Context: an optimization exercise on an open-source flow, tuned for small area, a short achievable clock period and few clock cycles. The choices shown serve that exercise and are no tape-out recipe.
Function was checked by simulation only, so behaviour that the tests miss may differ from the original.
Power is estimated from default activity; no workload was simulated.

==> run D <==
==> flow/design.v (excerpt) <==
module scancode_line_editor_core #(
  parameter int TERMINALS  = 3,
  parameter int LINE_BYTES = 128
) (
  input  logic        clk,
  input  logic        rst,
  input  logic        s_tvalid,
  output logic        s_tready,
  input  logic [23:0] s_tdata,    
  input  logic        s_tuser,    
  output logic        m_tvalid,
  input  logic        m_tready,
  output logic [23:0] m_tdata,    
  output logic [2:0]  m_tuser,    
  input  logic        psel,
  input  logic        penable,
  input  logic        pwrite,
  input  logic [2:0]  paddr,
  input  logic [31:0] pwdata,
  output logic [31:0] prdata,
  output logic        pready
);
Settings: LEC_CHECK=0, CAP_MARGIN=20, CORE_MARGIN=2, CORE_UTILIZATION=50, CTS_BUF_LIST=sky130_fd_sc_hd__clkbuf_16, CTS_CLUSTER_DIAMETER=50, CTS_CLUSTER_SIZE=20, PLACE_DENSITY=0.75, SETUP_SLACK_MARGIN=5, SLEW_MARGIN=20, SYNTH_HIERARCHICAL=1, TNS_END_PERCENT=100; clock period 12.0 ns.
standard.sh (not shown) runs the stock make flow with config.mk's settings and CLKGATE_MAP_FILE= SYNTH_SCRIPT=/design/flow/synth_recipe.tcl, a recipe that flattens the netlist after the stock synthesis.
==> flow/flow/run.sh <==
#!/bin/bash
set -euo pipefail
bash standard.sh SETUP_SLACK_MARGIN=8.5 MATCH_CELL_FOOTPRINT=0 \
  BUFFER_PORTS_ARGS="-buffer_cell sky130_fd_sc_hd__buf_4" finish > make_finish.log 2>&1
==> inputs of run Y, as changes to run D <==
==> flow/flow/run.sh (replaced) <==
#!/bin/bash
set -euo pipefail
bash standard.sh SETUP_SLACK_MARGIN=8.2 MATCH_CELL_FOOTPRINT=0 \
  BUFFER_PORTS_ARGS="-buffer_cell sky130_fd_sc_hd__buf_4" finish > make_finish.log 2>&1
==> inputs of run B, as changes to run D <==
--- a/flow/design.v
+++ b/flow/design.v
@@ -27,20 +27,20 @@
   input  logic [6:0] d2,
   output logic [6:0] y_n
 );
   assign y_n = ~(({7{s[0]}} & d0) | ({7{s[1]}} & d1) | ({7{s[2]}} & d2));
 endmodule
 module sle_qsel (
-  input  logic        ld,
-  input  logic        sel_b,
-  input  logic [23:0] b_head,
+  input  logic        ld_new,
+  input  logic        ld_next,
   input  logic [23:0] new_res,
+  input  logic [23:0] next_res,
   input  logic [23:0] q,
   output logic [23:0] d
 );
-  assign d = ld ? (sel_b ? b_head : new_res) : q;
+  assign d = ld_new ? new_res : (ld_next ? next_res : q);
 endmodule
 `timescale 1ns / 1ps
 `timescale 1ns / 1ps
 import sle_pkg::*;
 module scancode_line_editor_core #(
   parameter int TERMINALS  = 3,
@@ -142,13 +142,13 @@
       input_enable <= ie_next;
       prd_q        <= ie_next && (paddr[2] == 1'b0);
     end
   end
   assign prdata = {31'b0, prd_q};
   logic       s_rdy_q;
-  logic [2:0] outstanding;
+  logic [1:0] outstanding;
   assign s_tready = s_rdy_q;
   assign acc      = s_tvalid && s_rdy_q;
   assign take     = m_tvalid && m_tready;
   logic       v1, rd1, ie1;
   logic [7:0] code1;
   logic [1:0] rt1;
@@ -156,25 +156,21 @@
   logic       f_sh_set, f_sh_clr, f_alt_set, f_alt_clr, f_ctl_set, f_ctl_clr, f_caps;
   logic       f_l, f_fn, f_bksp, f_enter, f_key;
   logic [23:0] r_th1;    
   logic [15:0] r_l1;     
   logic [7:0] c;
   assign c = s_tdata[7:0];
-  logic rst_q;
-  always_ff @(posedge clk) begin
-    rst_q <= rst;
-  end
   always_ff @(posedge clk) begin
     if (rst) begin
       v1          <= 1'b0;
-      outstanding <= 3'd0;
-      s_rdy_q     <= 1'b0;
+      outstanding <= 2'd0;
+      s_rdy_q     <= 1'b1;
     end else begin
       v1          <= acc;
-      outstanding <= outstanding + 3'(acc) - 3'(take);
-      s_rdy_q     <= (outstanding + 3'(acc) - 3'(take)) != 3'd4;
+      outstanding <= outstanding + 2'(acc) - 2'(take);
+      s_rdy_q     <= (outstanding + 2'(acc) - 2'(take)) != 2'd3;
     end
   end
   always_ff @(posedge clk) begin
     rd1       <= s_tuser;
     ie1       <= input_enable;
     code1     <= c;
@@ -210,20 +206,18 @@
   logic [6:0] key;
   logic [7:0] key8;
   logic [7:0] ll_rd;
   logic       hit;
   logic [2:0] action;
   logic [7:0] line_count;
-  logic [6:0] char_code, scan_char;
+  logic [6:0] char_code, mem_byte;
   logic [3:0] mods;
-  logic [RES_W-1:0] res_e, res;
-  logic       m_ram;
-  logic        byp, w_now;
-  logic [6:0]  w_i, w_d;
-  logic [23:0] w_th;     
-  logic [15:0] w_l;      
+  logic [RES_W-1:0] res;
+  logic       w_we;
+  logic [1:0] w_t;
+  logic [6:0] w_i, w_d;
   always_comb begin
     scan       = v1 && !rd1;
     shift_next = f_sh_set  || (shift_held && !f_sh_clr);
     alt_next   = f_alt_set || (alt_held && !f_alt_clr);
     ctrl_next  = f_ctl_set || (ctrl_held && !f_ctl_clr);
     caps_next  = caps_lock ^ f_caps;
@@ -239,58 +233,45 @@
     key        = key8[6:0];
     do_bksp    = f_bksp && ie1 && (pos != 7'd0);
     do_add     = f_key && ie1 && !do_clear && (pos != 7'd127);
     do_enter   = f_enter && ie1;
     ll_rd = rt1[1] ? (rt1[0] ? 8'd0 : line_length[2]) : (rt1[0] ? line_length[1] : line_length[0]);
     hit   = ({1'b0, ri1} < ll_rd);
-    scan_char = 7'h00;
     if (rd1) begin
       mods       = {alt_held, ctrl_held, caps_lock, shift_held};
       action     = ACT_READ;
       line_count = ll_rd;
+      char_code  = hit ? mem_byte : 7'h00;
     end else begin
       mods       = {alt_next, ctrl_next, caps_next, shift_next};
       action     = ACT_NONE;
       line_count = {1'b0, pos};
+      char_code  = 7'h00;
       if (do_clear) begin
         action     = ACT_CLEAR;
         line_count = 8'd0;
       end else if (do_switch) begin
         action     = ACT_SWITCH;
         line_count = {1'b0, pos_sw};
       end else if (do_bksp) begin
         action     = ACT_BKSP;
         line_count = {1'b0, pos_dec};
       end else if (do_add) begin
         action     = ACT_ADD;
         line_count = pos_inc;
-        scan_char  = key;
+        char_code  = key;
       end else if (do_enter) begin
         action     = ACT_ENTER;
         line_count = pos_inc;
-        scan_char  = CH_NEWLINE;
+        char_code  = CH_NEWLINE;
       end
     end
-    byp       = (|(w_th & r_th1)) && (|(w_l & r_l1));
-    m_ram     = rd1 && hit && !byp;
-    char_code = ({7{rd1 && hit && byp}} & w_d) | scan_char;
-    res_e = {action, mods, line_count, (rd1 ? rt1 : term_next), char_code};
+    res = {action, mods, line_count, (rd1 ? rt1 : term_next), char_code};
   end
-  assign w_now = scan && (do_bksp || do_add || do_enter);
-  assign w_i   = do_bksp ? pos_dec : pos;
   always_ff @(posedge clk) begin
-    for (int k = 0; k < 24; k++) begin
-      w_th[k] <= !rst && w_now && (active_terminal == 2'(k / 8)) && (w_i[6:4] == 3'(k % 8));
-    end
-    for (int k = 0; k < 16; k++) begin
-      w_l[k] <= (w_i[3:0] == 4'(k));
-    end
-    w_d <= key | (f_enter ? CH_NEWLINE : 7'h00);
-  end
-  always_ff @(posedge clk) begin
-    if (rst_q) begin
+    if (rst) begin
       shift_held      <= 1'b0;
       caps_lock       <= 1'b0;
       ctrl_held       <= 1'b0;
       alt_held        <= 1'b0;
       active_terminal <= 2'd0;
       for (int i = 0; i < 3; i++) begin
@@ -313,108 +294,96 @@
       end else if (do_enter) begin
         edit_count[active_terminal]  <= 7'd0;
         line_length[active_terminal] <= pos_inc;
       end
     end
   end
-  wire  [2:0][127:0][6:0] mem_q;
-  logic [15:0][7:0][6:0]  y_n;
-  logic [15:0][6:0]       part;
-  logic [6:0]   ram_rdata;
+  always_ff @(posedge clk) begin
+    if (rst) begin
+      w_we <= 1'b0;
+    end else begin
+      w_we <= scan && (do_bksp || do_add || do_enter);
+    end
+  end
+  always_ff @(posedge clk) begin
+    w_t <= active_terminal;
+    w_i <= do_bksp ? pos_dec : pos;
+    w_d <= do_add ? key : (do_enter ? CH_NEWLINE : 7'h00);
+  end
+  logic [2:0]  wt_hit;
+  logic [7:0]  wi_h;
+  logic [15:0] wi_l;
+  logic [126:0][6:0] y_n;
+  logic [6:0]  ram_rdata;
+  always_comb begin
+    wt_hit = 3'b000;
+    wi_h   = 8'h00;
+    wi_l   = 16'h0000;
+    if (w_t != 2'd3) wt_hit[w_t] = w_we;
+    wi_h[w_i[6:4]] = 1'b1;
+    wi_l[w_i[3:0]] = 1'b1;
+  end
   for (genvar i = 0; i < 127; i++) begin : g_byte
     logic [6:0] b0, b1, b2, n0, n1, n2;
-    logic [2:0] ws;
-    assign ws = {w_th[16 + i / 16], w_th[8 + i / 16], w_th[i / 16]} & {3{w_l[i % 16]}};
+    logic [2:0] ws, rs;
+    assign ws = wt_hit & {3{wi_h[i / 16] && wi_l[i % 16]}};
+    assign rs = {r_th1[16 + i / 16], r_th1[8 + i / 16], r_th1[i / 16]} & {3{r_l1[i % 16]}};
     sle_hold u_h0 (.we(ws[0]), .wen(!ws[0]), .wd(w_d), .q(b0), .d(n0));
     sle_hold u_h1 (.we(ws[1]), .wen(!ws[1]), .wd(w_d), .q(b1), .d(n1));
     sle_hold u_h2 (.we(ws[2]), .wen(!ws[2]), .wd(w_d), .q(b2), .d(n2));
     always_ff @(posedge clk) begin
       b0 <= n0;
       b1 <= n1;
       b2 <= n2;
     end
-    assign mem_q[0][i] = b0;
-    assign mem_q[1][i] = b1;
-    assign mem_q[2][i] = b2;
-  end
-  assign mem_q[0][127] = CH_NEWLINE;
-  assign mem_q[1][127] = CH_NEWLINE;
-  assign mem_q[2][127] = CH_NEWLINE;
-  for (genvar l = 0; l < 16; l++) begin : g_rd
-    for (genvar k = 0; k < 8; k++) begin : g_grp
-      sle_ao3 u_rd (
-        .s ({r_th1[3 * k + 2], r_th1[3 * k + 1], r_th1[3 * k]}),
-        .d0(mem_q[(3 * k) / 8][((3 * k) % 8) * 16 + l]),
-        .d1(mem_q[(3 * k + 1) / 8][((3 * k + 1) % 8) * 16 + l]),
-        .d2(mem_q[(3 * k + 2) / 8][((3 * k + 2) % 8) * 16 + l]),
-        .y_n(y_n[l][k])
-      );
-    end
+    sle_ao3 u_rd (.s(rs), .d0(b0), .d1(b1), .d2(b2), .y_n(y_n[i]));
   end
   always_comb begin
     ram_rdata = 7'h00;
-    for (int l = 0; l < 16; l++) begin
-      part[l] = 7'h00;
-      for (int k = 0; k < 8; k++) begin
-        part[l] = part[l] | ~y_n[l][k];
-      end
-      ram_rdata = ram_rdata | ({7{r_l1[l]}} & part[l]);
+    for (int i = 0; i < 127; i++) begin
+      ram_rdata = ram_rdata | ~y_n[i];
     end
+    if (ri1 == 7'd127) ram_rdata = 7'h0A;
   end
-  logic             v3, m_ram3;
-  logic [RES_W-1:0] res3;
-  logic [6:0]       rd3;
-  always_ff @(posedge clk) begin
-    if (rst) begin
-      v3 <= 1'b0;
+  assign mem_byte = (w_we && (w_t == rt1) && (w_i == ri1)) ? w_d : ram_rdata;
+  logic [2:0]       qv, sv;
+  logic [RES_W-1:0] q0, q1, q2, s0, s1, s2;
+  logic             push;
+  assign push = v1;
+  always_comb begin
+    if (take) begin
+      sv = {1'b0, qv[2:1]};
+      s0 = q1;
+      s1 = q2;
+      s2 = q2;
     end else begin
-      v3 <= v1;
+      sv = qv;
+      s0 = q0;
+      s1 = q1;
+      s2 = q2;
     end
   end
   always_ff @(posedge clk) begin
-    res3   <= res_e;
-    m_ram3 <= m_ram;
-    rd3    <= ram_rdata;
-  end
-  assign res = {res3[RES_W-1:7], res3[6:0] | ({7{m_ram3}} & rd3)};
-  logic             qv0, ld, b_any, to_b;
-  logic [1:0]       bc, rp, wp;
-  logic [RES_W-1:0] q0, q0_d, b0, b1, b2, b_head;
-  logic             push;
-  assign push   = v3;
-  assign ld     = !qv0 || take;
-  assign b_any  = (bc != 2'd0);
-  assign b_head = rp[1] ? b2 : (rp[0] ? b1 : b0);
-  assign to_b   = push && !(ld && !b_any);
-  always_ff @(posedge clk) begin
     if (rst) begin
-      qv0 <= 1'b0;
-      bc  <= 2'd0;
-      rp  <= 2'd0;
-      wp  <= 2'd0;
+      qv <= 3'b000;
     end else begin
-      if (ld) qv0 <= b_any || push;
-      if (ld && b_any) rp <= (rp == 2'd2) ? 2'd0 : rp + 2'd1;
-      if (to_b) wp <= (wp == 2'd2) ? 2'd0 : wp + 2'd1;
-      bc <= bc - 2'(ld && b_any) + 2'(to_b);
+      qv <= push ? {sv[1:0], 1'b1} : sv;
     end
   end
-  always_ff @(posedge clk) begin
-    if (push && (wp == 2'd0)) b0 <= res;
-    if (push && (wp == 2'd1)) b1 <= res;
-    if (push && (wp == 2'd2)) b2 <= res;
-  end
+  logic [RES_W-1:0] q0_d;
   sle_qsel u_q0 (
-    .ld     (ld),
-    .sel_b  (b_any),
-    .b_head (b_head),
-    .new_res(res),
-    .q      (q0),
-    .d      (q0_d)
+    .ld_new  (push && !sv[0]),
+    .ld_next (take),
+    .new_res (res),
+    .next_res(q1),
+    .q       (q0),
+    .d       (q0_d)
   );
   always_ff @(posedge clk) begin
     q0 <= q0_d;
+    q1 <= (push && sv[0] && !sv[1]) ? res : s1;
+    q2 <= (push && sv[1]) ? res : s2;
   end
-  assign m_tvalid = qv0;
+  assign m_tvalid = qv[0];
   assign m_tuser  = q0[23:21];
   assign m_tdata  = {2'b00, q0[20:17], q0[16:9], q0[8:7], 1'b0, q0[6:0]};
 endmodule
==> flow/flow/run.sh (replaced) <==
#!/bin/bash
set -euo pipefail
bash standard.sh SETUP_SLACK_MARGIN=8.5 finish > make_finish.log 2>&1
CORE_UTILIZATION = 40   (was 50)
CTS_BUF_LIST = not set   (was sky130_fd_sc_hd__clkbuf_16)
CTS_CLUSTER_DIAMETER = not set   (was 50)
CTS_CLUSTER_SIZE = not set   (was 20)
PLACE_DENSITY = not set   (was 0.75)
==> comparison table <==
item	run D	run Y	run B
Switching Share	23.6%	23.8%	21.2%
Worst-path fanout max	2	37	3
Status	finished clean	finished clean	finished clean
Worst Reg-to-Reg Cells	7	7	9
Clock power share	40.5%	42.0%	48.3%
Comb group	0.000742 W	0.000745 W	0.000322 W
Post-synth EDFFs	117	117	93
Violation count after the first detailed-routing iteration	15400	15700	13600
Number of cells produced by synthesis	8835	8835	9026
Placed Area	0.110 mm2	0.109 mm2	0.110 mm2
Fraction of the mapped netlist area in compound gates	33.4%	33.4%	32.3%
Largest net degree at the start of global routing	188	183	154
Share of synthesized cell area in full adder, half adder and majority cells	0.328%	0.328%	0.406%
Post-synthesis mux area share	0.812%	0.812%	0.699%
Testbench counts of run D, summed over its fixed seeds: cycles 32,111.
Testbench counts of run Y, summed over its fixed seeds: cycles 32,111.
Testbench counts of run B, summed over its fixed seeds: cycles 32,102.

## static timing again, ports no longer ideal
In the flow no input, the clock included, has a driving cell. The finished layouts below were timed again as built, in two steps.
Step 1 sets driving cells, clkbuf_16 on the clock port and buf_2 on the other inputs (assumed; they add their load-dependent delay and slew).
Step 2 times the ports against the registers' clock, not the clock port: input delays grow and output delays shrink by t, the midpoint of the rising clock arrivals with the driver on.
a / b / c = no drivers / after step 1 / after step 2; a / b = the first two.
| run | t, ns | setup slack, ns | worst hold slack (ns) | slew at the worst register clock pin (ns) | pins driven straight from the clock port |
|---|---|---|---|---|---|
| run D | 0.966 | 8.266 / 8.168 / 7.645 | 0.379 / 0.379 / 0.379 | 0.09 / 0.09 | 1 |
| run Y | 0.984 | 7.885 / 7.885 / 7.528 | 0.383 / 0.383 / 0.383 | 0.08 / 0.08 | 1 |
| run B | 1.024 | 7.393 / 7.393 / 7.393 | 0.365 / 0.365 / 0.365 | 0.07 / 0.07 | 1 |
After both steps every run listed still meets setup and hold. The setup slack of run D, which loses most, moves by -0.098 ns with the drivers and by -0.621 ns with both steps.
